Background: an optimization exercise with open tools, aiming at small area. Do not read the settings as production practice. RTL that was checked went through simulation tests only; none was proved equivalent to the original. For run 1, only the layout was checked, not whether the RTL still works.

==> flow/design.v (outline; a module is shown in full before it is edited, if it fits) <==
// module conv_mac: 29 lines
// module stream_convolver: 8448 lines
module stream_convolver (
    input  logic           clk_i,
    input  logic           rst_ni,
    input  logic           en_i,
    input  logic [15:0]    data_i,
    input  logic [5:0]     stride_i,
    input  logic [13:0]    matrix_size_i,
    input  logic [143:0]   weights_i,
    output logic [31:0]    conv_o,
    output logic           valid_conv_o,
    output logic           end_conv_o
);
  // ...
==> flow/flow/run.sh <==
#!/bin/bash
# Standard ORFS layout (the standard.sh) with these changes:
#  - Yosys's generic pre-mapping ABC pass is skipped (SYNTH_ARGS=-noabc), so
#    extract_fa finds the design's full adders in their written polarity;
#  - the buffers ABC inserted are removed at floorplan (repair_design adds
#    back what slew and capacitance need);
#  - the port buffers are the smallest buffer cell;
#  - clock tree: smaller clock buffers, no dummy loads.
set -euo pipefail
bash standard.sh \
  SYNTH_ARGS=-noabc \
  REMOVE_ABC_BUFFERS=1 \
  "BUFFER_PORTS_ARGS=-buffer_cell sky130_fd_sc_hd__buf_1" \
  "CTS_ARGS=-sink_clustering_enable -repair_clock_nets -dont_use_dummy_load -buf_list {sky130_fd_sc_hd__clkbuf_4 sky130_fd_sc_hd__clkbuf_8}" \
  finish > flow_make.log 2>&1
==> flow/standard.sh <==
#!/bin/bash
# synth_recipe.tcl (not shown) runs the flow's synth.tcl, then flattens the netlist and writes it again
# the make line also repeats each setting of config.mk as NAME=value (left out here)
make -C /OpenROAD-flow-scripts/flow DESIGN_CONFIG=/design/flow/config.mk WORK_HOME=/design/flow/orfs CLKGATE_MAP_FILE= SYNTH_SCRIPT=/design/flow/synth_recipe.tcl "${@:-finish}"
==> flow/config.mk <==
export PLATFORM = sky130hd
export DESIGN_NAME = stream_convolver
export DESIGN_NICKNAME = stream_convolver
export VERILOG_FILES = /design/flow/design.v
export SDC_FILE = /design/flow/constraint.sdc
export NUM_CORES = 4
export LEC_CHECK = 0
export ABC_AREA = 1
export CAP_MARGIN = 10
export CORE_MARGIN = 2
export CORE_UTILIZATION = 40
export GPL_TIMING_DRIVEN = 0
export SLEW_MARGIN = 10
==> flow/constraint.sdc <==
create_clock -name core_clock -period 10.0 [get_ports {clk_i}]
set_input_delay 2.0000 -clock core_clock [delete_from_list [all_inputs] [get_ports {clk_i}]]
set_output_delay 2.0000 -clock core_clock [all_outputs]
set_load 0.01 [all_outputs]
==> flow_summary.yaml, run 1 <==
outcome:
  status: "finished with violations"
  check.faults: "setup timing"
synthesis:
  synth_top_area_share_pct: 34.7
  yosysUniqueCellTypes: 40
  synth_seq_cells: 639
  synth.avg_cell_area_um2: 12.2
job:
  cap_violations: 0
placement:
  place_congestion: 1.15
critical_path:
  crit_path_start_kind: "flip-flop"
sta:
  setup_viol: 13
  max_slew.worst_pin.slew_ps: 1290
  period_share_pct: 139
  fin_ws_ps: -3930
  hold_viol_final: 0
routing:
  drt_iter0_drc: 6712
  drtPass1Iterations: 6
  top_layer_used: "met5"
  via_per_inst: 6.22
  finalWirelength_um: 300000
layout:
  buf_share_pct: 3.35
  multi_input_area_share_pct: 65.1
die:
  taps: 2370
grt:
  use_met2_pct: 49.1
clock_tree:
  cts_resized: 62
==> inputs of run 2 (changes only) <==
--- a/flow/design.v
+++ b/flow/design.v
@@ -8282,200 +8282,174 @@
     logic [31:0] w_ra, w_rb;
     assign w_ra = {w_c4019, w_c4017, w_c4015, w_c4013, w_c4011, w_c4009, w_c4007, w_c4005, w_c4003, w_c4001, w_c3999, w_c3997, w_c3995, w_c3993, w_c3991, w_c3989, w_c3987, w_c3985, w_c3983, w_c3981, w_c3979, w_c3977, w_c3975, w_c3973, w_c3971, w_c3969, w_c3967, w_c3965, w_c3963, w_c3961, w_c3959, w_s3958};
     assign w_rb = {w_s4020, w_s4018, w_s4016, w_s4014, w_s4012, w_s4010, w_s4008, w_s4006, w_s4004, w_s4002, w_s4000, w_s3998, w_s3996, w_s3994, w_s3992, w_s3990, w_s3988, w_s3986, w_s3984, w_s3982, w_s3980, w_s3978, w_s3976, w_s3974, w_s3972, w_s3970, w_s3968, w_s3966, w_s3964, w_s3962, w_s3960, w_neg8_0};
     logic [31:0] r_ra, r_rb;
     always_ff @(posedge clk_i) begin
         r_ra <= w_ra;
         r_rb <= w_rb;
     end
-    logic w_ks0, w_kc0;
-    assign w_ks0 = r_ra[0] ^ r_rb[0];
-    assign w_kc0 = r_ra[0] & r_rb[0];
-    logic w_ks1, w_kc1;
-    assign w_ks1 = r_ra[1] ^ r_rb[1] ^ w_kc0;
-    assign w_kc1 = (r_ra[1] & r_rb[1]) | (w_kc0 & (r_ra[1] ^ r_rb[1]));
-    logic w_ks2, w_kc2;
-    assign w_ks2 = r_ra[2] ^ r_rb[2] ^ w_kc1;
-    assign w_kc2 = (r_ra[2] & r_rb[2]) | (w_kc1 & (r_ra[2] ^ r_rb[2]));
-    logic w_ks3, w_kc3;
-    assign w_ks3 = r_ra[3] ^ r_rb[3] ^ w_kc2;
-    assign w_kc3 = (r_ra[3] & r_rb[3]) | (w_kc2 & (r_ra[3] ^ r_rb[3]));
-    logic w_ks4, w_kc4;
-    assign w_ks4 = r_ra[4] ^ r_rb[4] ^ w_kc3;
-    assign w_kc4 = (r_ra[4] & r_rb[4]) | (w_kc3 & (r_ra[4] ^ r_rb[4]));
-    logic w_ks5, w_kc5;
-    assign w_ks5 = r_ra[5] ^ r_rb[5] ^ w_kc4;
-    assign w_kc5 = (r_ra[5] & r_rb[5]) | (w_kc4 & (r_ra[5] ^ r_rb[5]));
-    logic w_ks6, w_kc6;
-    assign w_ks6 = r_ra[6] ^ r_rb[6] ^ w_kc5;
-    assign w_kc6 = (r_ra[6] & r_rb[6]) | (w_kc5 & (r_ra[6] ^ r_rb[6]));
-    logic w_ks7, w_kc7;
-    assign w_ks7 = r_ra[7] ^ r_rb[7] ^ w_kc6;
-    assign w_kc7 = (r_ra[7] & r_rb[7]) | (w_kc6 & (r_ra[7] ^ r_rb[7]));
-    logic w_ks8, w_kc8;
-    assign w_ks8 = r_ra[8] ^ r_rb[8] ^ w_kc7;
-    assign w_kc8 = (r_ra[8] & r_rb[8]) | (w_kc7 & (r_ra[8] ^ r_rb[8]));
-    logic w_ks9, w_kc9;
-    assign w_ks9 = r_ra[9] ^ r_rb[9] ^ w_kc8;
-    assign w_kc9 = (r_ra[9] & r_rb[9]) | (w_kc8 & (r_ra[9] ^ r_rb[9]));
-    logic w_ks10, w_kc10;
-    assign w_ks10 = r_ra[10] ^ r_rb[10] ^ w_kc9;
-    assign w_kc10 = (r_ra[10] & r_rb[10]) | (w_kc9 & (r_ra[10] ^ r_rb[10]));
-    logic w_ks11, w_kc11;
-    assign w_ks11 = r_ra[11] ^ r_rb[11] ^ w_kc10;
-    assign w_kc11 = (r_ra[11] & r_rb[11]) | (w_kc10 & (r_ra[11] ^ r_rb[11]));
-    logic w_z1s12, w_z1c12;
-    assign w_z1s12 = r_ra[12] ^ r_rb[12];
-    assign w_z1c12 = r_ra[12] & r_rb[12];
-    logic w_z1s13, w_z1c13;
-    assign w_z1s13 = r_ra[13] ^ r_rb[13] ^ w_z1c12;
-    assign w_z1c13 = (r_ra[13] & r_rb[13]) | (w_z1c12 & (r_ra[13] ^ r_rb[13]));
-    logic w_z1s14, w_z1c14;
-    assign w_z1s14 = r_ra[14] ^ r_rb[14] ^ w_z1c13;
-    assign w_z1c14 = (r_ra[14] & r_rb[14]) | (w_z1c13 & (r_ra[14] ^ r_rb[14]));
-    logic w_z1s15, w_z1c15;
-    assign w_z1s15 = r_ra[15] ^ r_rb[15] ^ w_z1c14;
-    assign w_z1c15 = (r_ra[15] & r_rb[15]) | (w_z1c14 & (r_ra[15] ^ r_rb[15]));
-    logic w_z1s16, w_z1c16;
-    assign w_z1s16 = r_ra[16] ^ r_rb[16] ^ w_z1c15;
-    assign w_z1c16 = (r_ra[16] & r_rb[16]) | (w_z1c15 & (r_ra[16] ^ r_rb[16]));
-    logic w_z1s17, w_z1c17;
-    assign w_z1s17 = r_ra[17] ^ r_rb[17] ^ w_z1c16;
-    assign w_z1c17 = (r_ra[17] & r_rb[17]) | (w_z1c16 & (r_ra[17] ^ r_rb[17]));
-    logic w_z1s18, w_z1c18;
-    assign w_z1s18 = r_ra[18] ^ r_rb[18] ^ w_z1c17;
-    assign w_z1c18 = (r_ra[18] & r_rb[18]) | (w_z1c17 & (r_ra[18] ^ r_rb[18]));
-    logic w_z1s19, w_z1c19;
-    assign w_z1s19 = r_ra[19] ^ r_rb[19] ^ w_z1c18;
-    assign w_z1c19 = (r_ra[19] & r_rb[19]) | (w_z1c18 & (r_ra[19] ^ r_rb[19]));
-    logic w_z1s20, w_z1c20;
-    assign w_z1s20 = r_ra[20] ^ r_rb[20] ^ w_z1c19;
-    assign w_z1c20 = (r_ra[20] & r_rb[20]) | (w_z1c19 & (r_ra[20] ^ r_rb[20]));
-    logic w_z1s21, w_z1c21;
-    assign w_z1s21 = r_ra[21] ^ r_rb[21] ^ w_z1c20;
-    assign w_z1c21 = (r_ra[21] & r_rb[21]) | (w_z1c20 & (r_ra[21] ^ r_rb[21]));
-    logic w_o1s12, w_o1c12;
-    assign w_o1s12 = ~(r_ra[12] ^ r_rb[12]);
-    assign w_o1c12 = r_ra[12] | r_rb[12];
-    logic w_o1s13, w_o1c13;
-    assign w_o1s13 = r_ra[13] ^ r_rb[13] ^ w_o1c12;
-    assign w_o1c13 = (r_ra[13] & r_rb[13]) | (w_o1c12 & (r_ra[13] ^ r_rb[13]));
-    logic w_o1s14, w_o1c14;
-    assign w_o1s14 = r_ra[14] ^ r_rb[14] ^ w_o1c13;
-    assign w_o1c14 = (r_ra[14] & r_rb[14]) | (w_o1c13 & (r_ra[14] ^ r_rb[14]));
-    logic w_o1s15, w_o1c15;
-    assign w_o1s15 = r_ra[15] ^ r_rb[15] ^ w_o1c14;
-    assign w_o1c15 = (r_ra[15] & r_rb[15]) | (w_o1c14 & (r_ra[15] ^ r_rb[15]));
-    logic w_o1s16, w_o1c16;
-    assign w_o1s16 = r_ra[16] ^ r_rb[16] ^ w_o1c15;
-    assign w_o1c16 = (r_ra[16] & r_rb[16]) | (w_o1c15 & (r_ra[16] ^ r_rb[16]));
-    logic w_o1s17, w_o1c17;
-    assign w_o1s17 = r_ra[17] ^ r_rb[17] ^ w_o1c16;
-    assign w_o1c17 = (r_ra[17] & r_rb[17]) | (w_o1c16 & (r_ra[17] ^ r_rb[17]));
-    logic w_o1s18, w_o1c18;
-    assign w_o1s18 = r_ra[18] ^ r_rb[18] ^ w_o1c17;
-    assign w_o1c18 = (r_ra[18] & r_rb[18]) | (w_o1c17 & (r_ra[18] ^ r_rb[18]));
-    logic w_o1s19, w_o1c19;
-    assign w_o1s19 = r_ra[19] ^ r_rb[19] ^ w_o1c18;
-    assign w_o1c19 = (r_ra[19] & r_rb[19]) | (w_o1c18 & (r_ra[19] ^ r_rb[19]));
-    logic w_o1s20, w_o1c20;
-    assign w_o1s20 = r_ra[20] ^ r_rb[20] ^ w_o1c19;
-    assign w_o1c20 = (r_ra[20] & r_rb[20]) | (w_o1c19 & (r_ra[20] ^ r_rb[20]));
-    logic w_o1s21, w_o1c21;
-    assign w_o1s21 = r_ra[21] ^ r_rb[21] ^ w_o1c20;
-    assign w_o1c21 = (r_ra[21] & r_rb[21]) | (w_o1c20 & (r_ra[21] ^ r_rb[21]));
+    logic w_b0s0, w_b0c0;
+    assign w_b0s0 = r_ra[0] ^ r_rb[0];
+    assign w_b0c0 = r_ra[0] & r_rb[0];
+    logic w_b0s1, w_b0c1;
+    assign w_b0s1 = r_ra[1] ^ r_rb[1] ^ w_b0c0;
+    assign w_b0c1 = (r_ra[1] & r_rb[1]) | (w_b0c0 & (r_ra[1] ^ r_rb[1]));
+    logic w_b0s2, w_b0c2;
+    assign w_b0s2 = r_ra[2] ^ r_rb[2] ^ w_b0c1;
+    assign w_b0c2 = (r_ra[2] & r_rb[2]) | (w_b0c1 & (r_ra[2] ^ r_rb[2]));
+    logic w_b0s3, w_b0c3;
+    assign w_b0s3 = r_ra[3] ^ r_rb[3] ^ w_b0c2;
+    assign w_b0c3 = (r_ra[3] & r_rb[3]) | (w_b0c2 & (r_ra[3] ^ r_rb[3]));
+    logic w_b0s4, w_b0c4;
+    assign w_b0s4 = r_ra[4] ^ r_rb[4] ^ w_b0c3;
+    assign w_b0c4 = (r_ra[4] & r_rb[4]) | (w_b0c3 & (r_ra[4] ^ r_rb[4]));
+    logic w_b0s5, w_b0c5;
+    assign w_b0s5 = r_ra[5] ^ r_rb[5] ^ w_b0c4;
+    assign w_b0c5 = (r_ra[5] & r_rb[5]) | (w_b0c4 & (r_ra[5] ^ r_rb[5]));
+    logic w_b0s6, w_b0c6;
+    assign w_b0s6 = r_ra[6] ^ r_rb[6] ^ w_b0c5;
+    assign w_b0c6 = (r_ra[6] & r_rb[6]) | (w_b0c5 & (r_ra[6] ^ r_rb[6]));
+    logic w_b0s7, w_b0c7;
+    assign w_b0s7 = r_ra[7] ^ r_rb[7] ^ w_b0c6;
+    assign w_b0c7 = (r_ra[7] & r_rb[7]) | (w_b0c6 & (r_ra[7] ^ r_rb[7]));
+    logic w_b0s8, w_b0c8;
+    assign w_b0s8 = r_ra[8] ^ r_rb[8] ^ w_b0c7;
+    assign w_b0c8 = (r_ra[8] & r_rb[8]) | (w_b0c7 & (r_ra[8] ^ r_rb[8]));
+    logic w_b0s9, w_b0c9;
+    assign w_b0s9 = r_ra[9] ^ r_rb[9] ^ w_b0c8;
+    assign w_b0c9 = (r_ra[9] & r_rb[9]) | (w_b0c8 & (r_ra[9] ^ r_rb[9]));
+    logic w_b0s10, w_b0c10;
+    assign w_b0s10 = r_ra[10] ^ r_rb[10] ^ w_b0c9;
+    assign w_b0c10 = (r_ra[10] & r_rb[10]) | (w_b0c9 & (r_ra[10] ^ r_rb[10]));
+    logic w_b0s11, w_b0c11;
+    assign w_b0s11 = r_ra[11] ^ r_rb[11] ^ w_b0c10;
+    assign w_b0c11 = (r_ra[11] & r_rb[11]) | (w_b0c10 & (r_ra[11] ^ r_rb[11]));
+    logic w_b1s12, w_b1c12;
+    assign w_b1s12 = r_ra[12] ^ r_rb[12];
+    assign w_b1c12 = r_ra[12] & r_rb[12];
+    logic w_b1s13, w_b1c13;
+    assign w_b1s13 = r_ra[13] ^ r_rb[13] ^ w_b1c12;
+    assign w_b1c13 = (r_ra[13] & r_rb[13]) | (w_b1c12 & (r_ra[13] ^ r_rb[13]));
+    logic w_b1s14, w_b1c14;
+    assign w_b1s14 = r_ra[14] ^ r_rb[14] ^ w_b1c13;
+    assign w_b1c14 = (r_ra[14] & r_rb[14]) | (w_b1c13 & (r_ra[14] ^ r_rb[14]));
+    logic w_b1s15, w_b1c15;
+    assign w_b1s15 = r_ra[15] ^ r_rb[15] ^ w_b1c14;
+    assign w_b1c15 = (r_ra[15] & r_rb[15]) | (w_b1c14 & (r_ra[15] ^ r_rb[15]));
+    logic w_b1s16, w_b1c16;
+    assign w_b1s16 = r_ra[16] ^ r_rb[16] ^ w_b1c15;
+    assign w_b1c16 = (r_ra[16] & r_rb[16]) | (w_b1c15 & (r_ra[16] ^ r_rb[16]));
+    logic w_b1s17, w_b1c17;
+    assign w_b1s17 = r_ra[17] ^ r_rb[17] ^ w_b1c16;
+    assign w_b1c17 = (r_ra[17] & r_rb[17]) | (w_b1c16 & (r_ra[17] ^ r_rb[17]));
+    logic w_b1s18, w_b1c18;
+    assign w_b1s18 = r_ra[18] ^ r_rb[18] ^ w_b1c17;
+    assign w_b1c18 = (r_ra[18] & r_rb[18]) | (w_b1c17 & (r_ra[18] ^ r_rb[18]));
+    logic w_b1s19, w_b1c19;
+    assign w_b1s19 = r_ra[19] ^ r_rb[19] ^ w_b1c18;
+    assign w_b1c19 = (r_ra[19] & r_rb[19]) | (w_b1c18 & (r_ra[19] ^ r_rb[19]));
+    logic w_b1s20, w_b1c20;
+    assign w_b1s20 = r_ra[20] ^ r_rb[20] ^ w_b1c19;
+    assign w_b1c20 = (r_ra[20] & r_rb[20]) | (w_b1c19 & (r_ra[20] ^ r_rb[20]));
+    logic w_b1s21, w_b1c21;
+    assign w_b1s21 = r_ra[21] ^ r_rb[21] ^ w_b1c20;
+    assign w_b1c21 = (r_ra[21] & r_rb[21]) | (w_b1c20 & (r_ra[21] ^ r_rb[21]));
+    logic w_b1t13;
+    assign w_b1t13 = w_b1s12 & w_b1s13;
+    logic w_b1t14;
+    assign w_b1t14 = w_b1t13 & w_b1s14;
+    logic w_b1t15;
+    assign w_b1t15 = w_b1t14 & w_b1s15;
+    logic w_b1t16;
+    assign w_b1t16 = w_b1t15 & w_b1s16;
+    logic w_b1t17;
+    assign w_b1t17 = w_b1t16 & w_b1s17;
+    logic w_b1t18;
+    assign w_b1t18 = w_b1t17 & w_b1s18;
+    logic w_b1t19;
+    assign w_b1t19 = w_b1t18 & w_b1s19;
+    logic w_b1t20;
+    assign w_b1t20 = w_b1t19 & w_b1s20;
+    logic w_b1t21;
+    assign w_b1t21 = w_b1t20 & w_b1s21;
     logic w_blkc1;
-    assign w_blkc1 = w_kc11 ? w_o1c21 : w_z1c21;
-    logic w_z2s22, w_z2c22;
-    assign w_z2s22 = r_ra[22] ^ r_rb[22];
-    assign w_z2c22 = r_ra[22] & r_rb[22];
-    logic w_z2s23, w_z2c23;
-    assign w_z2s23 = r_ra[23] ^ r_rb[23] ^ w_z2c22;
-    assign w_z2c23 = (r_ra[23] & r_rb[23]) | (w_z2c22 & (r_ra[23] ^ r_rb[23]));
-    logic w_z2s24, w_z2c24;
-    assign w_z2s24 = r_ra[24] ^ r_rb[24] ^ w_z2c23;
-    assign w_z2c24 = (r_ra[24] & r_rb[24]) | (w_z2c23 & (r_ra[24] ^ r_rb[24]));
-    logic w_z2s25, w_z2c25;
-    assign w_z2s25 = r_ra[25] ^ r_rb[25] ^ w_z2c24;
-    assign w_z2c25 = (r_ra[25] & r_rb[25]) | (w_z2c24 & (r_ra[25] ^ r_rb[25]));
-    logic w_z2s26, w_z2c26;
-    assign w_z2s26 = r_ra[26] ^ r_rb[26] ^ w_z2c25;
-    assign w_z2c26 = (r_ra[26] & r_rb[26]) | (w_z2c25 & (r_ra[26] ^ r_rb[26]));
-    logic w_z2s27, w_z2c27;
-    assign w_z2s27 = r_ra[27] ^ r_rb[27] ^ w_z2c26;
-    assign w_z2c27 = (r_ra[27] & r_rb[27]) | (w_z2c26 & (r_ra[27] ^ r_rb[27]));
-    logic w_z2s28, w_z2c28;
-    assign w_z2s28 = r_ra[28] ^ r_rb[28] ^ w_z2c27;
-    assign w_z2c28 = (r_ra[28] & r_rb[28]) | (w_z2c27 & (r_ra[28] ^ r_rb[28]));
-    logic w_z2s29, w_z2c29;
-    assign w_z2s29 = r_ra[29] ^ r_rb[29] ^ w_z2c28;
-    assign w_z2c29 = (r_ra[29] & r_rb[29]) | (w_z2c28 & (r_ra[29] ^ r_rb[29]));
-    logic w_z2s30, w_z2c30;
-    assign w_z2s30 = r_ra[30] ^ r_rb[30] ^ w_z2c29;
-    assign w_z2c30 = (r_ra[30] & r_rb[30]) | (w_z2c29 & (r_ra[30] ^ r_rb[30]));
-    logic w_z2s31, w_z2c31;
-    assign w_z2s31 = r_ra[31] ^ r_rb[31] ^ w_z2c30;
-    assign w_z2c31 = (r_ra[31] & r_rb[31]) | (w_z2c30 & (r_ra[31] ^ r_rb[31]));
-    logic w_o2s22, w_o2c22;
-    assign w_o2s22 = ~(r_ra[22] ^ r_rb[22]);
-    assign w_o2c22 = r_ra[22] | r_rb[22];
-    logic w_o2s23, w_o2c23;
-    assign w_o2s23 = r_ra[23] ^ r_rb[23] ^ w_o2c22;
-    assign w_o2c23 = (r_ra[23] & r_rb[23]) | (w_o2c22 & (r_ra[23] ^ r_rb[23]));
-    logic w_o2s24, w_o2c24;
-    assign w_o2s24 = r_ra[24] ^ r_rb[24] ^ w_o2c23;
-    assign w_o2c24 = (r_ra[24] & r_rb[24]) | (w_o2c23 & (r_ra[24] ^ r_rb[24]));
-    logic w_o2s25, w_o2c25;
-    assign w_o2s25 = r_ra[25] ^ r_rb[25] ^ w_o2c24;
-    assign w_o2c25 = (r_ra[25] & r_rb[25]) | (w_o2c24 & (r_ra[25] ^ r_rb[25]));
-    logic w_o2s26, w_o2c26;
-    assign w_o2s26 = r_ra[26] ^ r_rb[26] ^ w_o2c25;
-    assign w_o2c26 = (r_ra[26] & r_rb[26]) | (w_o2c25 & (r_ra[26] ^ r_rb[26]));
-    logic w_o2s27, w_o2c27;
-    assign w_o2s27 = r_ra[27] ^ r_rb[27] ^ w_o2c26;
-    assign w_o2c27 = (r_ra[27] & r_rb[27]) | (w_o2c26 & (r_ra[27] ^ r_rb[27]));
-    logic w_o2s28, w_o2c28;
-    assign w_o2s28 = r_ra[28] ^ r_rb[28] ^ w_o2c27;
-    assign w_o2c28 = (r_ra[28] & r_rb[28]) | (w_o2c27 & (r_ra[28] ^ r_rb[28]));
-    logic w_o2s29, w_o2c29;
-    assign w_o2s29 = r_ra[29] ^ r_rb[29] ^ w_o2c28;
-    assign w_o2c29 = (r_ra[29] & r_rb[29]) | (w_o2c28 & (r_ra[29] ^ r_rb[29]));
-    logic w_o2s30, w_o2c30;
-    assign w_o2s30 = r_ra[30] ^ r_rb[30] ^ w_o2c29;
-    assign w_o2c30 = (r_ra[30] & r_rb[30]) | (w_o2c29 & (r_ra[30] ^ r_rb[30]));
-    logic w_o2s31, w_o2c31;
-    assign w_o2s31 = r_ra[31] ^ r_rb[31] ^ w_o2c30;
-    assign w_o2c31 = (r_ra[31] & r_rb[31]) | (w_o2c30 & (r_ra[31] ^ r_rb[31]));
-    assign conv_o[0] = w_ks0;
-    assign conv_o[1] = w_ks1;
-    assign conv_o[2] = w_ks2;
-    assign conv_o[3] = w_ks3;
-    assign conv_o[4] = w_ks4;
-    assign conv_o[5] = w_ks5;
-    assign conv_o[6] = w_ks6;
-    assign conv_o[7] = w_ks7;
-    assign conv_o[8] = w_ks8;
-    assign conv_o[9] = w_ks9;
-    assign conv_o[10] = w_ks10;
-    assign conv_o[11] = w_ks11;
-    assign conv_o[12] = (w_kc11 ? w_o1s12 : w_z1s12);
-    assign conv_o[13] = (w_kc11 ? w_o1s13 : w_z1s13);
-    assign conv_o[14] = (w_kc11 ? w_o1s14 : w_z1s14);
-    assign conv_o[15] = (w_kc11 ? w_o1s15 : w_z1s15);
-    assign conv_o[16] = (w_kc11 ? w_o1s16 : w_z1s16);
-    assign conv_o[17] = (w_kc11 ? w_o1s17 : w_z1s17);
-    assign conv_o[18] = (w_kc11 ? w_o1s18 : w_z1s18);
-    assign conv_o[19] = (w_kc11 ? w_o1s19 : w_z1s19);
-    assign conv_o[20] = (w_kc11 ? w_o1s20 : w_z1s20);
-    assign conv_o[21] = (w_kc11 ? w_o1s21 : w_z1s21);
-    assign conv_o[22] = (w_blkc1 ? w_o2s22 : w_z2s22);
-    assign conv_o[23] = (w_blkc1 ? w_o2s23 : w_z2s23);
-    assign conv_o[24] = (w_blkc1 ? w_o2s24 : w_z2s24);
-    assign conv_o[25] = (w_blkc1 ? w_o2s25 : w_z2s25);
-    assign conv_o[26] = (w_blkc1 ? w_o2s26 : w_z2s26);
-    assign conv_o[27] = (w_blkc1 ? w_o2s27 : w_z2s27);
-    assign conv_o[28] = (w_blkc1 ? w_o2s28 : w_z2s28);
-    assign conv_o[29] = (w_blkc1 ? w_o2s29 : w_z2s29);
-    assign conv_o[30] = (w_blkc1 ? w_o2s30 : w_z2s30);
-    assign conv_o[31] = (w_blkc1 ? w_o2s31 : w_z2s31);
+    assign w_blkc1 = w_b1c21 | (w_b0c11 & w_b1t21);
+    logic w_b2s22, w_b2c22;
+    assign w_b2s22 = r_ra[22] ^ r_rb[22];
+    assign w_b2c22 = r_ra[22] & r_rb[22];
+    logic w_b2s23, w_b2c23;
+    assign w_b2s23 = r_ra[23] ^ r_rb[23] ^ w_b2c22;
+    assign w_b2c23 = (r_ra[23] & r_rb[23]) | (w_b2c22 & (r_ra[23] ^ r_rb[23]));
+    logic w_b2s24, w_b2c24;
+    assign w_b2s24 = r_ra[24] ^ r_rb[24] ^ w_b2c23;
+    assign w_b2c24 = (r_ra[24] & r_rb[24]) | (w_b2c23 & (r_ra[24] ^ r_rb[24]));
+    logic w_b2s25, w_b2c25;
+    assign w_b2s25 = r_ra[25] ^ r_rb[25] ^ w_b2c24;
+    assign w_b2c25 = (r_ra[25] & r_rb[25]) | (w_b2c24 & (r_ra[25] ^ r_rb[25]));
+    logic w_b2s26, w_b2c26;
+    assign w_b2s26 = r_ra[26] ^ r_rb[26] ^ w_b2c25;
+    assign w_b2c26 = (r_ra[26] & r_rb[26]) | (w_b2c25 & (r_ra[26] ^ r_rb[26]));
+    logic w_b2s27, w_b2c27;
+    assign w_b2s27 = r_ra[27] ^ r_rb[27] ^ w_b2c26;
+    assign w_b2c27 = (r_ra[27] & r_rb[27]) | (w_b2c26 & (r_ra[27] ^ r_rb[27]));
+    logic w_b2s28, w_b2c28;
+    assign w_b2s28 = r_ra[28] ^ r_rb[28] ^ w_b2c27;
+    assign w_b2c28 = (r_ra[28] & r_rb[28]) | (w_b2c27 & (r_ra[28] ^ r_rb[28]));
+    logic w_b2s29, w_b2c29;
+    assign w_b2s29 = r_ra[29] ^ r_rb[29] ^ w_b2c28;
+    assign w_b2c29 = (r_ra[29] & r_rb[29]) | (w_b2c28 & (r_ra[29] ^ r_rb[29]));
+    logic w_b2s30, w_b2c30;
+    assign w_b2s30 = r_ra[30] ^ r_rb[30] ^ w_b2c29;
+    assign w_b2c30 = (r_ra[30] & r_rb[30]) | (w_b2c29 & (r_ra[30] ^ r_rb[30]));
+    logic w_b2s31, w_b2c31;
+    assign w_b2s31 = r_ra[31] ^ r_rb[31] ^ w_b2c30;
+    assign w_b2c31 = (r_ra[31] & r_rb[31]) | (w_b2c30 & (r_ra[31] ^ r_rb[31]));
+    logic w_b2t23;
+    assign w_b2t23 = w_b2s22 & w_b2s23;
+    logic w_b2t24;
+    assign w_b2t24 = w_b2t23 & w_b2s24;
+    logic w_b2t25;
+    assign w_b2t25 = w_b2t24 & w_b2s25;
+    logic w_b2t26;
+    assign w_b2t26 = w_b2t25 & w_b2s26;
+    logic w_b2t27;
+    assign w_b2t27 = w_b2t26 & w_b2s27;
+    logic w_b2t28;
+    assign w_b2t28 = w_b2t27 & w_b2s28;
+    logic w_b2t29;
+    assign w_b2t29 = w_b2t28 & w_b2s29;
+    logic w_b2t30;
+    assign w_b2t30 = w_b2t29 & w_b2s30;
+    assign conv_o[0] = w_b0s0;
+    assign conv_o[1] = w_b0s1;
+    assign conv_o[2] = w_b0s2;
+    assign conv_o[3] = w_b0s3;
+    assign conv_o[4] = w_b0s4;
+    assign conv_o[5] = w_b0s5;
+    assign conv_o[6] = w_b0s6;
+    assign conv_o[7] = w_b0s7;
+    assign conv_o[8] = w_b0s8;
+    assign conv_o[9] = w_b0s9;
+    assign conv_o[10] = w_b0s10;
+    assign conv_o[11] = w_b0s11;
+    assign conv_o[12] = (w_b1s12 ^ w_b0c11);
+    assign conv_o[13] = (w_b1s13 ^ (w_b0c11 & w_b1s12));
+    assign conv_o[14] = (w_b1s14 ^ (w_b0c11 & w_b1t13));
+    assign conv_o[15] = (w_b1s15 ^ (w_b0c11 & w_b1t14));
+    assign conv_o[16] = (w_b1s16 ^ (w_b0c11 & w_b1t15));
+    assign conv_o[17] = (w_b1s17 ^ (w_b0c11 & w_b1t16));
+    assign conv_o[18] = (w_b1s18 ^ (w_b0c11 & w_b1t17));
+    assign conv_o[19] = (w_b1s19 ^ (w_b0c11 & w_b1t18));
+    assign conv_o[20] = (w_b1s20 ^ (w_b0c11 & w_b1t19));
+    assign conv_o[21] = (w_b1s21 ^ (w_b0c11 & w_b1t20));
+    assign conv_o[22] = (w_b2s22 ^ w_blkc1);
+    assign conv_o[23] = (w_b2s23 ^ (w_blkc1 & w_b2s22));
+    assign conv_o[24] = (w_b2s24 ^ (w_blkc1 & w_b2t23));
+    assign conv_o[25] = (w_b2s25 ^ (w_blkc1 & w_b2t24));
+    assign conv_o[26] = (w_b2s26 ^ (w_blkc1 & w_b2t25));
+    assign conv_o[27] = (w_b2s27 ^ (w_blkc1 & w_b2t26));
+    assign conv_o[28] = (w_b2s28 ^ (w_blkc1 & w_b2t27));
+    assign conv_o[29] = (w_b2s29 ^ (w_blkc1 & w_b2t28));
+    assign conv_o[30] = (w_b2s30 ^ (w_blkc1 & w_b2t29));
+    assign conv_o[31] = (w_b2s31 ^ (w_blkc1 & w_b2t30));
 endmodule
 `default_nettype wire
==> flow/config.mk (replaced) <==
export PLATFORM = sky130hd
export DESIGN_NAME = stream_convolver
export DESIGN_NICKNAME = stream_convolver
export VERILOG_FILES = /design/flow/design.v
export SDC_FILE = /design/flow/constraint.sdc
export NUM_CORES = 4
export LEC_CHECK = 0
export ABC_AREA = 1
export CAP_MARGIN = 20
export CORE_MARGIN = 2
export CORE_UTILIZATION = 65
export GPL_TIMING_DRIVEN = 0
export SLEW_MARGIN = 20
==> run 2 against run 1 <==
  * The run now finishes clean
  * Register-to-register slack lost 60 ps
  * Global-route usage is 19 points higher
  * Clock-buffer cell count is 10 lower
  * First-iteration DRC count is 33% higher
==> flow_summary.yaml, run 2 <==
outcome:
  status: "complete, no violations"
routing:
  vias: 53800
  antenna_left: 0
  route.detailed.drc: 0
  via_per_inst: 7.28
  drt_iter0_drc: 8926
  finalWirelength_um: 283000
  wl_per_cell_um: 38.2
  drtPass1Iterations: 9
worst_hold_path:
  hp-class: "reg -> reg"
critical_path:
  worstPathArrival_ps: 7190
  crit_buf_inv: 2
  crit_top_cell: "fa_1"
  r2r_slack_ps: 1570
  crit_slowest_cell: "fa_1"
  worstPathCellList: "ha_1, fa_1, fa_1, fa_1, fa_1, fa_1, fa_1, fa_1, fa_1, fa_1, fa_1, fa_1, nand3_2, nor3_4, inv_2, nor2_4, nand2_2, o21bai_4, ha_1, xor2_1, buf_1"
  crit_path_start_kind: "flip-flop"
  crit_path_max_fanout: 9
  path_delay_family: "adder cells"
  endpoint_kind: "primary output"
  required_ps: 8000
  worstSetupPathType: "reg -> out"
  cpPeakStageDelay_ps: 570
sta:
  holdWs_ps: 344
  max_slew.worst_pin.slew_ps: 1220
  min_period_ps: 9190
  rsz0062_at_grt: "no"
  max_freq_mhz: 109
  finalMaxSlewViolations: 0
  period_share_pct: 91.9
  hold_viol_final: 0
  setup_viol: 0
  max_slew_margin_pct: 18.3
  final.setup_skew_ps: 124
placement:
  dp_hpwl_um: 218000
  place_inst: 7277
  port-buffer-count: 204
  place_congestion: 1.10
synthesis:
  yosysUniqueCellTypes: 38
  synth.avg_cell_area_um2: 11.6
  async_flop_share_pct: 2.97
  synth_edf_count: 552
  synth_top_area_cell: "fa_1"
  synth_most_common_cell: "fa_1"
  seq_area_frac_synth_pct: 26.2
  yosys-top-cells-area: "fa_1 (36%), edfxtp_1 (24%), xor2_1 (15%)"
  synth_top_area_share_pct: 35.7
  synthCells: 6063
  yosysWarningCount: 9
  synth_common_cells: "fa_1 (1,252), xor2_1 (1,219), o22ai_1 (1,081)"
  synth_flop_cell: "edfxtp_1"
  syn_area_um2: 70300
  synth_seq_cells: 639
layout:
  syn_to_final_growth_pct: 5.14
  fillers: 7777
  nets: 7527
  finalNonFillerCells: 7398
  top_regs: "r_l1s0 (96), r_l2s0 (96)"
  final_common_cell: "fa_1"
  final_cell_mix: "fa_1 (1,252), xor2_1 (1,219), o22ai_1 (1,081), edfxtp_1 (552), nand2_1 (436)"
  multiInputGateArea_um2: 48200
  seq_area_um2: 18400
  drive_above_1_share_pct: 4.79
grt:
  gr-total-overflow: 0
  grt_pass1_vias: 53800
  track_usage_pct: 51.4
  antenna_found_initial: 4
  grt_pass1_wl_um: 397000
  grt_start_max_net_pins: 65
die:
  initial_core_util_pct: 65.5
  core_um2: 107000
  io_pins: 217
  placementRows: 120
  die_w_um: 333
  dieHeight_um: 333
  dieArea_um2: 111000
clock_tree:
  cts_buffers: 103
  cts_root_buf: "clkbuf_8"
  clockBufferDepth: 3
  cts_tree: "done"
  cts_resized: 0
  cts_max_level: 3
  clkLatencyLatePin_ps: 800
  cts_hold_buf: 0
  cts_sinks: 639
  postCtsSetupRepairBufs: 0
  clk_pin_slew_ps: 60
job:
  cap_violations: 0
run 2: changes by cell type in the layout (fill, tap and decap cells not counted), sizes merged, moves of 4 or more:
cell | previous run | this run
a211oi | 1 | 25
a21oi | 36 | 45
buf | 282 | 299
clkbuf | 115 | 104
inv | 326 | 371
nand2 | 412 | 470
nand3 | 30 | 45
nor2 | 116 | 154
nor3 | 16 | 10
o21ai | 93 | 79
xnor2 | 48 | 44
xor2 | 1249 | 1219
run 2: metrics by stage:
stage | setup TNS (ps) | utilization (%) | instance area (um^2) | setup slack, ps
floorplan | 0 | - | 68000 | 2440
global placement | -7972110 | 65.8 | 70500 | -19480
detailed placement | 0 | 67.4 | 72200 | 1080
CTS | 0 | 68.7 | 73600 | 796
global route | 0 | 68.9 | 73900 | 669
finish | 0 | 68.9 | 73900 | 814
run 2: final timing paths:
path,start,endpoint,depth (start not counted)
max,r_ra[0]$_DFF_P_,conv_o[23],21
min reg2reg,r_l2s1[1][11]$_DFFE_PP_,r_l2s1[2][11]$_DFFE_PP_,0
min in group asynchronous,rst_ni,r_row[2]$_DFFE_PN0P_,1
max in group asynchronous,rst_ni,r_col_ph[1]$_DFFE_PN0P_,1
min,r_l2s1[1][11]$_DFFE_PP_,r_l2s1[2][11]$_DFFE_PP_,0
max reg2reg,r_c1[5]$_DFFE_PP_,r_rb[15]$_DFF_P_,15
run 2: cells by family after synthesis:
logic type | share of synthesized area [%]
AO/OA/AOI/OAI | 11.1
XOR/XNOR | 16.0
multiplexers | 0.0321
AND/OR/NAND/NOR | 3.97
adder cells (fa/ha/maj) | 37.4
flip-flops | 26.2
buffers and inverters | 5.22
run 2: layout make-up:
class / instances / area share [%]
well taps: 1403 / 2.38
diodes: 4 / 0.0135
multi-input cells: 4568 / 65.3
inverters: 381 / 1.94
repair buffers: 300 / 3.55
clock buffers: 103 / 1.92
flip-flops and latches: 639 / 24.9
run 2: metal layers:
layer  part of all wire (%)  wire [um]  vias up  GRT usage (%)
met4                     11      31000        6           41.2
met1                     33      92200    26900           63.6
met3                     16      44000     1315           20.4
met2                     41     115000     5189           71.6
li1                       -          -    20400              -
met5                  0.086        244        -           1.30
==> inputs of run 3 (changes only) <==
--- a/flow/flow/run.sh
+++ b/flow/flow/run.sh
@@ -12,4 +12,4 @@
   REMOVE_ABC_BUFFERS=1 \
   "BUFFER_PORTS_ARGS=-buffer_cell sky130_fd_sc_hd__buf_1" \
-  "CTS_ARGS=-sink_clustering_enable -repair_clock_nets -dont_use_dummy_load -buf_list {sky130_fd_sc_hd__clkbuf_4 sky130_fd_sc_hd__clkbuf_8}" \
+  "CTS_ARGS=-sink_clustering_enable -repair_clock_nets -dont_use_dummy_load -buf_list {sky130_fd_sc_hd__clkbuf_4}" \
   finish > flow_make.log 2>&1
--- a/flow/config.mk
+++ b/flow/config.mk
@@ -9,5 +9,5 @@
 export CAP_MARGIN = 20
 export CORE_MARGIN = 2
-export CORE_UTILIZATION = 65
+export CORE_UTILIZATION = 80
 export GPL_TIMING_DRIVEN = 0
 export SLEW_MARGIN = 20
==> run 3 against run 2 <==
  * Synthesized area unchanged
  * The flow now stops in global routing
  * Synthesized cell count is the same
==> flow_summary.yaml, run 3 <==
outcome:
  status: "did not finish"
  haltStage: "global routing"
  firstError: "[ERROR GRT-0116] Global routing finished with congestion. Check the congestion regions in the DRC Viewer."
clock_tree:
  cts_max_level: 4
  cts_root_buf: "clkbuf_4"
  cts_resized: 0
  postCtsSetupRepairBufs: 0
  clockBufferDepth: 3
  cts_sinks: 639
  cts_hold_buf: 0
  cts_buffers: 166
synthesis:
  synth.avg_cell_area_um2: 11.6
  yosysUniqueCellTypes: 38
  seq_area_frac_synth_pct: 26.2
  async_flop_share_pct: 2.97
  yosys-top-cells-area: "fa_1 (36%), edfxtp_1 (24%), xor2_1 (15%)"
  synth_top_area_cell: "fa_1"
  synth_most_common_cell: "fa_1"
  synth_top_area_share_pct: 35.7
  synthCells: 6063
  syn_area_um2: 70300
  synth_flop_cell: "edfxtp_1"
  yosysWarningCount: 9
  synth_seq_cells: 639
  synth_edf_count: 552
  synth_common_cells: "fa_1 (1,252), xor2_1 (1,219), o22ai_1 (1,081)"
die:
  die_w_um: 300
  dieHeight_um: 300
  io_pins: 217
  placementRows: 108
  initial_core_util_pct: 80.9
placement:
  dp_hpwl_um: 214000
  place_congestion: 1.18
  placed_area_um2: 71600
  port-buffer-count: 204
grt:
  grt_start_max_net_pins: 65
[run 3: cell counts after synthesis]
No cell type changed its count.
[run 3: how the worst max path moves through the flow]
stage                         start                    to  slack, ps  cells past startpoint
floorplan           r_ra[0]$_DFF_P_            conv_o[23]       2440                     20
global placement               en_i  w_seg_use[3]$_DFF_P_     -18600                     10
CTS                 r_ra[0]$_DFF_P_            conv_o[23]        250                     21
detailed placement        data_i[9]      r_rb[17]$_DFF_P_       1150                     17
[run 3: logic make-up after synthesis]
| group | synth area share [%] |
|---|---|
| AO/OA/AOI/OAI | 11.1 |
| XOR/XNOR | 16.0 |
| adder cells (fa/ha/maj) | 37.4 |
| buffers and inverters | 5.22 |
| flip-flops | 26.2 |
| multiplexers | 0.0321 |
| AND/OR/NAND/NOR | 3.97 |
[run 3: through the flow]
| stage | std cells | hold slack (ps) | utilization [%] | worst slack, ps | TNS [ps] |
|---|---|---|---|---|---|
| 4_1_cts | 7185 | 292 | 83.9 | 252 | 0 |
| 3_5_place_dp | 7019 | 405 | 82.4 | 1150 | 0 |
| 3_3_place_gp | 6947 | 400 | 80.8 | -18600 | -7649860 |
| 2_1_floorplan | 5588 | 400 | - | 2440 | 0 |
==> inputs of run 4 (changes only) <==
--- a/flow/config.mk
+++ b/flow/config.mk
@@ -9,5 +9,5 @@
 export CAP_MARGIN = 20
 export CORE_MARGIN = 2
-export CORE_UTILIZATION = 80
+export CORE_UTILIZATION = 70
 export GPL_TIMING_DRIVEN = 0
 export SLEW_MARGIN = 20
==> run 4 against run 3 <==
  * Now clean on timing, DRC and antenna
  * Synthesized cell count is the same
  * Synthesized area is the same
==> flow_summary.yaml, run 4 <==
critical_path:
  worstSetupPathType: "reg -> out"
  cpPeakStageDelay_ps: 600
  required_ps: 8000
  crit_top_cell: "fa_1"
  path_delay_family: "adder cells"
  crit_buf_inv: 2
  worstPathCellList: "ha_1, fa_1, fa_1, fa_1, fa_1, fa_1, fa_1, fa_1, fa_1, fa_1, fa_1, fa_1, nand3_2, nor3_4, inv_2, nor2_4, nand2_2, o21bai_4, ha_1, xor2_1, buf_1"
  crit_slowest_cell: "fa_1"
  r2r_slack_ps: 1500
  crit_path_start_kind: "flip-flop"
  crit_path_max_fanout: 9
  endpoint_kind: "primary output"
  worstPathArrival_ps: 7600
sta:
  hold_viol_final: 0
  max_slew_margin_pct: 17.0
  min_period_ps: 9600
  finalMaxSlewViolations: 0
  setup_viol: 0
  period_share_pct: 96.0
  rsz0062_at_grt: "no"
  fin_tns_setup_ps: 0
  final.setup_skew_ps: 151
  max_slew.worst_pin.slew_ps: 1240
  max_freq_mhz: 104
worst_hold_path:
  hp-class: "reg -> reg"
grt:
  track_usage_pct: 55.5
  grt_pass1_vias: 55000
  grt_pass1_wl_um: 395000
  gr-total-overflow: 0
  grt_start_max_net_pins: 65
  antenna_found_initial: 12
routing:
  dr_wl_met3_um: 48700
  finalWirelength_um: 283000
  top_layer_used: "met5"
  drt_iter0_drc: 10800
  via_per_inst: 7.56
  route.detailed.drc: 0
  drtPass1Iterations: 9
  vias: 55600
  wl_met2_um: 113000
  wl_per_cell_um: 38.4
  antenna_left: 0
  wl_met1_um: 86900
clock_tree:
  clkLatencyLatePin_ps: 1120
  clk_pin_slew_ps: 60
  cts_resized: 0
  postCtsSetupRepairBufs: 0
  cts_sinks: 639
  cts_hold_buf: 0
  clockBufferDepth: 3
  cts_max_level: 4
  cts_root_buf: "clkbuf_4"
  cts_tree: "done"
  cts_buffers: 164
placement:
  dp_hpwl_um: 213000
  port-buffer-count: 204
  placed_area_um2: 72000
  place_congestion: 1.14
synthesis:
  syn_area_um2: 70300
  synth_top_area_cell: "fa_1"
  seq_area_frac_synth_pct: 26.2
  yosysUniqueCellTypes: 38
  synth_most_common_cell: "fa_1"
  yosysWarningCount: 9
  synth_seq_cells: 639
  synth.avg_cell_area_um2: 11.6
  async_flop_share_pct: 2.97
  synth_flop_cell: "edfxtp_1"
  synth_top_area_share_pct: 35.7
  synth_common_cells: "fa_1 (1,252), xor2_1 (1,219), o22ai_1 (1,081)"
  synthCells: 6063
  synth_edf_count: 552
  yosys-top-cells-area: "fa_1 (36%), edfxtp_1 (24%), xor2_1 (15%)"
layout:
  seq_area_um2: 18400
  fillers: 6734
  final_common_cell: "fa_1"
  drive_above_1_share_pct: 5.66
  nets: 7583
  syn_to_final_growth_pct: 4.55
  final_cell_mix: "fa_1 (1,252), xor2_1 (1,219), o22ai_1 (1,081), edfxtp_1 (552), nand2_1 (436)"
  fin_area_um2: 73500
  multiInputGateArea_um2: 48200
  top_regs: "r_l1s0 (96), r_l2s0 (96)"
die:
  placementRows: 116
  dieArea_um2: 103000
  die_w_um: 321
  initial_core_util_pct: 70.4
  io_pins: 217
  dieHeight_um: 321
  core_um2: 99900
outcome:
  status: "complete, no violations"
job:
  cap_violations: 0
run 4: path summary, 6_finish.rpt:
kind                       cells after the start                     end                   start
max                                           21              conv_o[23]         r_ra[0]$_DFF_P_
min                                            0  r_l2s1[3][0]$_DFFE_PP_  r_l2s1[2][0]$_DFFE_PP_
max reg2reg                                   15        r_rb[14]$_DFF_P_       r_c2[7]$_DFFE_PP_
min reg2reg                                    0  r_l2s1[3][0]$_DFFE_PP_  r_l2s1[2][0]$_DFFE_PP_
max in group asynchronous                      1    r_col[3]$_DFFE_PN0P_                  rst_ni
min in group asynchronous                      1    r_col[0]$_DFFE_PN0P_                  rst_ni
run 4: final cells by class:
type	count	area share (%)
diodes	7	0.0238
clock buffers	164	1.68
inverters	381	1.95
multi-input cells	4568	65.6
flip-flops and latches	639	25.1
well taps	1298	2.21
repair buffers	295	3.43
run 4: kinds of logic after synthesis:
group / count (synthesis) / synth area share, %
adder cells (fa/ha/maj): 1351 / 37.4
AO/OA/AOI/OAI: 1264 / 11.1
XOR/XNOR: 1263 / 16.0
buffers and inverters: 856 / 5.22
AND/OR/NAND/NOR: 688 / 3.97
flip-flops: 639 / 26.2
multiplexers: 2 / 0.0321
run 4: worst register-to-register path: cells and delay by family (launching register included):
kind | cells | cell delay (ps)
flops | 1 | 1090
xor+xnor | 2 | 500
buf+inv | 1 | 570
compound gates | 1 | 260
fa+ha+maj | 10 | 5460
simple gates | 1 | 430
run 4: per-layer routing:
metal  global-route usage (%)  vias up
met5                        0        -
met4                     45.5       14
met3                     26.2     1706
met2                     76.6     6003
met1                     66.1    27300
li1                         -    20600
run 4: per-stage QoR:
step	cells	hold WS [ps]	setup slack, ps	util [%]
floorplan	5588	400	2440	-
global placement	7090	400	-18760	70.5
detailed placement	7170	405	950	72.1
CTS	7334	321	418	73.3
global route	7349	317	233	73.6
finish	7352	322	402	73.6
==> inputs of run 5 (changes only) <==
--- a/flow/config.mk
+++ b/flow/config.mk
@@ -9,5 +9,5 @@
 export CAP_MARGIN = 20
 export CORE_MARGIN = 2
-export CORE_UTILIZATION = 70
+export CORE_UTILIZATION = 65
 export GPL_TIMING_DRIVEN = 0
 export SLEW_MARGIN = 20
==> run 5 against run 4 <==
  * Non-clock buffer count is 5 higher
  * Register-to-register slack better by 160 ps
  * Critical path depth unchanged
  * Cell count up 1.4%
  * Routed wire length rose by 0.60%
  * Setup slack better by 110 ps
  * First-iteration DRC count down 15%
==> flow_summary.yaml, run 5 <==
outcome:
  status: "complete, no violations"
routing:
  top_layer_used: "met5"
  wl_met1_um: 92100
  dr_wl_met3_um: 44900
  drt_iter0_drc: 9184
  finalWirelength_um: 284000
  drtPass1Iterations: 9
  via_per_inst: 7.27
  antenna_left: 0
  wl_met2_um: 116000
  vias: 54300
  wl_per_cell_um: 38.1
  route.detailed.drc: 0
grt:
  grt_pass1_vias: 54200
  antenna_found_initial: 5
  grt_start_max_net_pins: 65
  track_usage_pct: 51.9
  grt_pass1_wl_um: 400000
  gr-total-overflow: 0
clock_tree:
  cts_root_buf: "clkbuf_4"
  clk_pin_slew_ps: 60
  cts_sinks: 639
  cts_max_level: 4
  cts_tree: "done"
  clkLatencyLatePin_ps: 1130
  cts_hold_buf: 0
  cts_buffers: 162
  cts_resized: 0
  clockBufferDepth: 3
  postCtsSetupRepairBufs: 0
synthesis:
  synth_seq_cells: 639
  synth_top_area_cell: "fa_1"
  async_flop_share_pct: 2.97
  seq_area_frac_synth_pct: 26.2
  yosysUniqueCellTypes: 38
  synthCells: 6063
  synth_most_common_cell: "fa_1"
  yosysWarningCount: 9
  syn_area_um2: 70300
  yosys-top-cells-area: "fa_1 (36%), edfxtp_1 (24%), xor2_1 (15%)"
  synth_common_cells: "fa_1 (1,252), xor2_1 (1,219), o22ai_1 (1,081)"
  synth_edf_count: 552
  synth_flop_cell: "edfxtp_1"
  synth_top_area_share_pct: 35.7
  synth.avg_cell_area_um2: 11.6
die:
  placementRows: 120
  die_w_um: 333
  dieHeight_um: 333
  io_pins: 217
  initial_core_util_pct: 65.5
  dieArea_um2: 111000
  core_um2: 107000
placement:
  port-buffer-count: 204
  pre_cts_slack_ps: 1080
  dp_hpwl_um: 218000
  place_inst: 7277
  place_congestion: 1.10
sta:
  fin_ws_ps: 514
  setup_viol: 0
  min_period_ps: 9490
  period_share_pct: 94.9
  holdWs_ps: 335
  max_slew_margin_pct: 14.4
  finalMaxSlewViolations: 0
  hold_viol_final: 0
  rsz0062_at_grt: "no"
  final.setup_skew_ps: 124
  max_slew.worst_pin.slew_ps: 1280
  max_freq_mhz: 105
layout:
  finalNonFillerCells: 7458
  final_util_pct: 68.7
  final_common_cell: "fa_1"
  drive_above_1_share_pct: 5.72
  syn_to_final_growth_pct: 4.84
  top_regs: "r_l1s0 (96), r_l2s0 (96)"
  final_cell_mix: "fa_1 (1,252), xor2_1 (1,219), o22ai_1 (1,081), edfxtp_1 (552), nand2_1 (436)"
  nets: 7586
job:
  cap_violations: 0
critical_path:
  crit_path_max_fanout: 9
  worstSetupPathType: "reg -> out"
  endpoint_kind: "primary output"
  worstPathArrival_ps: 7490
  crit_path_start_kind: "flip-flop"
  required_ps: 8000
worst_hold_path:
  hp-class: "reg -> reg"
run 5: worst max-delay path, stage by stage, from the launching register on:
cell and delay (ps):
dfxtp_1 300, ha_1 200, fa_1 380, fa_1 540, fa_1 440, fa_1 420
fa_1 400, fa_1 390, fa_1 420, fa_1 410, fa_1 400, fa_1 410
fa_1 560, nand3_2 220, nor3_4 90, inv_2 70, nor2_4 40, nand2_2 90
o21bai_4 110, ha_1 230, xor2_1 120, buf_1 160
run 5: layer usage:
layer	global-route usage (%)	vias up
li1	-	20600
met1	64.2	27000
met2	72.0	5365
met3	20.6	1326
met4	42.4	10
met5	0.521	-
run 5: final timing paths:
path / start / endpoint / slack, ps / depth (start not counted)
min in group asynchronous: rst_ni / r_end$_DFFE_PN0P_ / 820 / 1
min reg2reg: r_l2s0[1][15]$_DFFE_PP_ / r_l2s0[2][15]$_DFFE_PP_ / 330 / 0
max: r_ra[0]$_DFF_P_ / conv_o[23] / 510 / 21
min: r_l2s0[1][15]$_DFFE_PP_ / r_l2s0[2][15]$_DFFE_PP_ / 330 / 0
max reg2reg: r_c1[5]$_DFFE_PP_ / r_rb[15]$_DFF_P_ / 1660 / 15
max in group asynchronous: rst_ni / r_row[2]$_DFFE_PN0P_ / 8780 / 1
run 5: cells by family (layout without fill, tap and decap cells):
kind of cell,count (synthesis),in the layout,share of synthesized area (%)
adder cells (fa/ha/maj),1351,1351,37.4
AO/OA/AOI/OAI,1264,1264,11.1
AND/OR/NAND/NOR,688,688,3.97
buffers and inverters,856,843,5.22
multiplexers,2,2,0.0321
XOR/XNOR,1263,1263,16.0
other,0,5,0
flip-flops,639,639,26.2
run 5: final cells by class:
cell class	instances	area, um^2
Antenna cell	5	12.5
Clock buffer	162	1220
Fill cell	7848	33500
Inverter	381	1430
Multi-Input combinational cell	4568	48200
Sequential cell	639	18400
Tap cell	1403	1760
Timing Repair Buffer	300	2610
run 5: stage by stage:
stage / area [um^2] / setup TNS (ps)
6_report: 73700 / 0
5_1_grt: 73700 / 0
4_1_cts: 73400 / 0
3_5_place_dp: 72200 / 0
3_3_place_gp: 70500 / -7972110
2_1_floorplan: 68000 / 0
==> inputs of run 6 (changes only) <==
--- a/flow/flow/run.sh
+++ b/flow/flow/run.sh
@@ -12,4 +12,4 @@
   REMOVE_ABC_BUFFERS=1 \
   "BUFFER_PORTS_ARGS=-buffer_cell sky130_fd_sc_hd__buf_1" \
-  "CTS_ARGS=-sink_clustering_enable -repair_clock_nets -dont_use_dummy_load -buf_list {sky130_fd_sc_hd__clkbuf_4}" \
+  "CTS_ARGS=-sink_clustering_enable -repair_clock_nets -dont_use_dummy_load -buf_list {sky130_fd_sc_hd__clkbuf_2 sky130_fd_sc_hd__clkbuf_4}" \
   finish > flow_make.log 2>&1
==> run 6 against run 5 <==
  * Via count stayed put
  * Clock-buffer cell count is the same
  * Critical path depth did not move
  * Clock skew unchanged
  * Worst hold slack stayed put
  * Synthesized cell count did not move
==> flow_summary.yaml, run 6 <==
clock_tree:
  postCtsSetupRepairBufs: 0
  cts_hold_buf: 0
  cts_max_level: 4
  clockBufferDepth: 3
  cts_root_buf: "clkbuf_4"
  clk_pin_slew_ps: 60
  cts_sinks: 639
  cts_buffers: 162
  clkLatencyLatePin_ps: 1130
  cts_tree: "done"
  cts_resized: 0
die:
  io_pins: 217
  initial_core_util_pct: 65.5
  core_um2: 107000
  dieHeight_um: 333
  die_w_um: 333
  dieArea_um2: 111000
  placementRows: 120
synthesis:
  synth_common_cells: "fa_1 (1,252), xor2_1 (1,219), o22ai_1 (1,081)"
  synth_edf_count: 552
  synth_top_area_share_pct: 35.7
  yosys-top-cells-area: "fa_1 (36%), edfxtp_1 (24%), xor2_1 (15%)"
  synthCells: 6063
  synth_top_area_cell: "fa_1"
  synth_most_common_cell: "fa_1"
  syn_area_um2: 70300
  yosysUniqueCellTypes: 38
  seq_area_frac_synth_pct: 26.2
  synth_seq_cells: 639
  synth.avg_cell_area_um2: 11.6
  synth_flop_cell: "edfxtp_1"
  yosysWarningCount: 9
  async_flop_share_pct: 2.97
grt:
  track_usage_pct: 51.9
  grt_start_max_net_pins: 65
  grt_pass1_wl_um: 400000
  antenna_found_initial: 5
  gr-total-overflow: 0
  grt_pass1_vias: 54200
layout:
  final_cell_mix: "fa_1 (1,252), xor2_1 (1,219), o22ai_1 (1,081), edfxtp_1 (552), nand2_1 (436)"
  syn_to_final_growth_pct: 4.84
  seq_area_um2: 18400
  top_regs: "r_l1s0 (96), r_l2s0 (96)"
  nets: 7586
  fin_area_um2: 73700
  final_common_cell: "fa_1"
  drive_above_1_share_pct: 5.72
  multiInputGateArea_um2: 48200
  fillers: 7848
sta:
  period_share_pct: 94.9
  min_period_ps: 9490
  rsz0062_at_grt: "no"
  hold_viol_final: 0
  max_slew.worst_pin.slew_ps: 1280
  holdWs_ps: 335
  fin_ws_ps: 514
  max_slew_margin_pct: 14.4
  finalMaxSlewViolations: 0
  setup_viol: 0
  final.setup_skew_ps: 124
  max_freq_mhz: 105
outcome:
  status: "complete, no violations"
critical_path:
  crit_path_start_kind: "flip-flop"
  worstPathArrival_ps: 7490
  cpPeakStageDelay_ps: 560
  crit_path_max_fanout: 9
  crit_slowest_cell: "fa_1"
  worstPathCellList: "ha_1, fa_1, fa_1, fa_1, fa_1, fa_1, fa_1, fa_1, fa_1, fa_1, fa_1, fa_1, nand3_2, nor3_4, inv_2, nor2_4, nand2_2, o21bai_4, ha_1, xor2_1, buf_1"
  crit_top_cell: "fa_1"
  endpoint_kind: "primary output"
  worstSetupPathType: "reg -> out"
  required_ps: 8000
placement:
  place_congestion: 1.10
  dp_hpwl_um: 218000
  placed_area_um2: 72200
  port-buffer-count: 204
  pre_cts_slack_ps: 1080
job:
  cap_violations: 0
routing:
  finalWirelength_um: 284000
  drtPass1Iterations: 9
  drt_iter0_drc: 9184
  route.detailed.drc: 0
  vias: 54300
  wl_per_cell_um: 38.1
  via_per_inst: 7.27
  antenna_left: 0
worst_hold_path:
  hp-class: "reg -> reg"
[run 6: cell counts after synthesis]
Identical to the previous run, type by type.
[run 6: layout make-up]
| type | instances | share of cell area (%) |
|---|---|---|
| multi-input combinational | 4568 | 65.5 |
| sequential | 639 | 25.0 |
| timing repair buffer | 300 | 3.54 |
| tap | 1403 | 2.38 |
| inverter | 381 | 1.94 |
| clock buffer | 162 | 1.65 |
| antenna | 5 | 0.0170 |
[run 6: cell families after synthesis]
logic type | count (synthesis) | share of synthesized area [%]
DFF | 639 | 26.2
and+or+nand+nor | 688 | 3.97
xor gates and xnor gates | 1263 | 16.0
buffers and inverters | 856 | 5.22
AOI/OAI and AO/OA | 1264 | 11.1
adders and majority gates | 1351 | 37.4
muxes | 2 | 0.0321
[run 6: final timing paths]
path,cells after the start,end,slack [ps],startpoint
worst max register to register,15,r_rb[15]$_DFF_P_,1660,r_c1[5]$_DFFE_PP_
worst max-delay path,21,conv_o[23],510,r_ra[0]$_DFF_P_
worst min register to register,0,r_l2s0[2][15]$_DFFE_PP_,330,r_l2s0[1][15]$_DFFE_PP_
max in group asynchronous,1,r_row[2]$_DFFE_PN0P_,8780,rst_ni
min in group asynchronous,1,r_end$_DFFE_PN0P_,820,rst_ni
worst min-delay path,0,r_l2s0[2][15]$_DFFE_PP_,330,r_l2s0[1][15]$_DFFE_PP_
[run 6: layer usage]
layer | global-route usage [%] | routed length, um | vias up
li1 | - | - | 20600
met1 | 64.2 | 92100 | 27000
met2 | 72.0 | 116000 | 5365
met3 | 20.6 | 44900 | 1326
met4 | 42.4 | 31500 | 10
met5 | 0.521 | 163 | -
[run 6: critical path: cells and delay by family, from the launching register on]
kind / cells / cell delay [ps]
xor gates and xnor gates: 1 / 120
buffers and inverters: 2 / 230
AOI/OAI and AO/OA: 1 / 110
DFF: 1 / 300
adders and majority gates: 13 / 5200
and+or+nand+nor: 4 / 440
[run 6: stage by stage]
| stage | TNS (ps) | instances | util, % |
|---|---|---|---|
| final | 0 | 7458 | 68.7 |
| after global routing | 0 | 7456 | 68.7 |
| after CTS | 0 | 7439 | 68.5 |
| after detailed placement | 0 | 7277 | 67.4 |
| after global placement | -7972110 | 7195 | 65.8 |
| after floorplan | 0 | 5588 | - |
==> inputs of run 7 (changes only) <==
--- a/flow/flow/run.sh
+++ b/flow/flow/run.sh
@@ -12,4 +12,4 @@
   REMOVE_ABC_BUFFERS=1 \
   "BUFFER_PORTS_ARGS=-buffer_cell sky130_fd_sc_hd__buf_1" \
-  "CTS_ARGS=-sink_clustering_enable -repair_clock_nets -dont_use_dummy_load -buf_list {sky130_fd_sc_hd__clkbuf_2 sky130_fd_sc_hd__clkbuf_4}" \
+  "CTS_ARGS=-sink_clustering_enable -repair_clock_nets -dont_use_dummy_load -sink_buffer_max_cap_derate 0.1 -buf_list {sky130_fd_sc_hd__clkbuf_4 sky130_fd_sc_hd__clkbuf_8}" \
   finish > flow_make.log 2>&1
--- a/flow/config.mk
+++ b/flow/config.mk
@@ -7,7 +7,7 @@
 export LEC_CHECK = 0
 export ABC_AREA = 1
-export CAP_MARGIN = 20
+export CAP_MARGIN = 15
 export CORE_MARGIN = 2
 export CORE_UTILIZATION = 65
 export GPL_TIMING_DRIVEN = 0
-export SLEW_MARGIN = 20
+export SLEW_MARGIN = 15
==> run 7 against run 6 <==
  * Still clean on timing, DRC and antenna
  * Non-clock buffer count is 12 lower
  * Clock skew is 43 ps higher
  * Clock-buffer cell count is 59 lower
  * Register-to-register slack worse by 90 ps
  * Die area stayed put
  * Via count is 1.0% lower
  * Global-route usage is 0.61 points lower
==> flow_summary.yaml, run 7 <==
critical_path:
  cpPeakStageDelay_ps: 570
  crit_path_start_kind: "flip-flop"
  worstSetupPathType: "reg -> out"
  crit_buf_inv: 2
  rr_worst_depth: 15
  cp_num_cells: 21
  crit_slowest_cell: "fa_1"
  crit_top_cell: "fa_1"
  path_delay_family: "adder cells"
synthesis:
  synth_top_area_cell: "fa_1"
  synth.avg_cell_area_um2: 11.6
  yosys-top-cells-area: "fa_1 (36%), edfxtp_1 (24%), xor2_1 (15%)"
  yosys.area_share.adder_pct: 37.4
  synth_common_cells: "fa_1 (1,252), xor2_1 (1,219), o22ai_1 (1,081)"
  yosysWarningCount: 9
  synthMuxAreaShare_pct: 0.0321
  seq_area_frac_synth_pct: 26.2
  synth_flop_cell: "edfxtp_1"
  synth_seq_cells: 639
  synth_most_common_cell: "fa_1"
  async_flop_share_pct: 2.97
  yosysUniqueCellTypes: 38
  yosys.area_share.simple_pct: 3.97
sta:
  fin_ws_ps: 572
  period_share_pct: 94.3
  max_freq_mhz: 106
  final.setup_skew_ps: 167
  hold_viol_final: 0
  finalMaxSlewViolations: 0
  min_period_ps: 9430
  max_slew_margin_pct: 12.4
  fin_tns_setup_ps: 0
grt:
  track_usage_pct: 51.3
  grt_pass1_vias: 53400
  grt_pass1_wl_um: 396000
  gr-total-overflow: 0
  antenna_found_initial: 4
  grt_start_max_net_pins: 65
routing:
  drtPass1Iterations: 7
  vias: 53700
  finalWirelength_um: 282000
  via_per_inst: 7.27
  drt_iter0_drc: 9011
placement:
  port-buffer-count: 204
  pre_cts_slack_ps: 1020
  place_congestion: 1.10
layout:
  syn_to_final_growth_pct: 4.83
  final_cell_mix: "fa_1 (1,252), xor2_1 (1,219), o22ai_1 (1,081), edfxtp_1 (552), nand2_1 (436)"
  drive_above_1_share_pct: 4.57
  nets: 7515
  seq_area_um2: 18400
  top_regs: "r_l1s0 (96), r_l2s0 (96)"
  finalNonFillerCells: 7384
  multiInputGateArea_um2: 48200
clock_tree:
  cts_hold_buf: 0
  clkLatencyLatePin_ps: 1080
  cts_root_buf: "clkbuf_4"
  cts_resized: 0
  cts_buffers: 103
  cts_max_level: 3
  clockBufferDepth: 3
  postCtsSetupRepairBufs: 0
  cts_tree: "done"
die:
  dieHeight_um: 333
  placementRows: 120
  initial_core_util_pct: 65.5
worst_hold_path:
  worstHoldPathCells: 0
  hp-class: "reg -> reg"
outcome:
  status: "complete, no violations"
job:
  cap_violations: 0
[run 7: cell counts after synthesis]
No cell type changed its count.
[run 7: routing by layer]
layer  vias up  track usage, %  part of all wire, %  wire length [um]
li1      20400               -                    -                 -
met1     26800            64.3                   33             92900
met2      5209            71.6                   40            114000
met3      1258            19.2                   16             43900
met4         4            40.8                   11             31200
met5         -           0.391               0.0081                23
[run 7: final cells by class]
| class | instances | area share, % |
|---|---|---|
| multi-input cells | 4568 | 65.5 |
| flip-flops and latches | 639 | 25.0 |
| repair buffers | 288 | 3.35 |
| well taps | 1403 | 2.38 |
| inverters | 381 | 1.95 |
| clock buffers | 103 | 1.85 |
| diodes | 2 | 0.00679 |
[run 7: final timing paths]
kind | from | endpoint | slack, ps
setup / recovery | r_ra[0]$_DFF_P_ | conv_o[23] | 570
hold / removal | r_l1s0[4][7]$_DFFE_PP_ | r_l1s0[5][7]$_DFFE_PP_ | 260
setup reg to reg | r_c1[5]$_DFFE_PP_ | r_rb[15]$_DFF_P_ | 1570
hold reg to reg | r_l1s0[4][7]$_DFFE_PP_ | r_l1s0[5][7]$_DFFE_PP_ | 260
max in group asynchronous | rst_ni | r_row_ph[1]$_DFFE_PN0P_ | 8760
min in group asynchronous | rst_ni | r_end$_DFFE_PN0P_ | 890
[run 7: cells by family after synthesis]
family          after synthesis
xor+xnor                   1263
compound gates             1264
buf+inv                     856
flops                       639
fa+ha+maj                  1351
mux                           2
simple gates                688
[run 7: worst reg2reg max path, delay by kind of cell, from the launching register on]
kind | cells | cell delay (ps)
fa+ha+maj | 10 | 5290
xor+xnor | 2 | 900
simple gates | 1 | 750
flops | 1 | 730
compound gates | 1 | 380
buf+inv | 1 | 310
[run 7: per-stage QoR]
step,util [%],cell area (um^2)
after detailed placement,67.1,71900
after global routing,68.7,73700
final,68.7,73700
after CTS,68.3,73300
after floorplan,-,68000
after global placement,65.8,70500

port drivers added, routing unchanged:
No port has a modelled driver above. Below, the same layouts with a new extraction and two added sets of constraints. Step 1 assumes that a clkbuf_16 drives the clock port and a buf_2 every other input. Step 2 moves the port delays by t, midway between the first and last clock arrival at a register: inputs arrive t later, outputs are due t later. That takes back most of the time a late clock gives input paths. a / b / c = ideal / step 1 / step 2; a / b = the first two.
| run | t, ns | setup WS [ns] | worst setup path at the end | worst data-port slew with drivers (ns) | cell pins on the clock port's net |
|---|---|---|---|---|---|
| run 1 | 0.909 | -3.928 / -4.003 / -3.094 | register to output | 0.09 | 1 |
| run 2 | 0.813 | 0.814 / 0.735 / 0.943 | input to register | 0.12 | 1 |
| run 4 | 1.130 | 0.402 / 0.317 / 0.629 | input to register | 0.07 | 1 |
| run 5 | 1.146 | 0.514 / 0.434 / 0.927 | input to register | 0.12 | 1 |
| run 6 | 1.146 | 0.514 / 0.434 / 0.927 | input to register | 0.12 | 1 |
| run 7 | 1.079 | 0.572 / 0.485 / 0.928 | input to register | 0.13 | 1 |
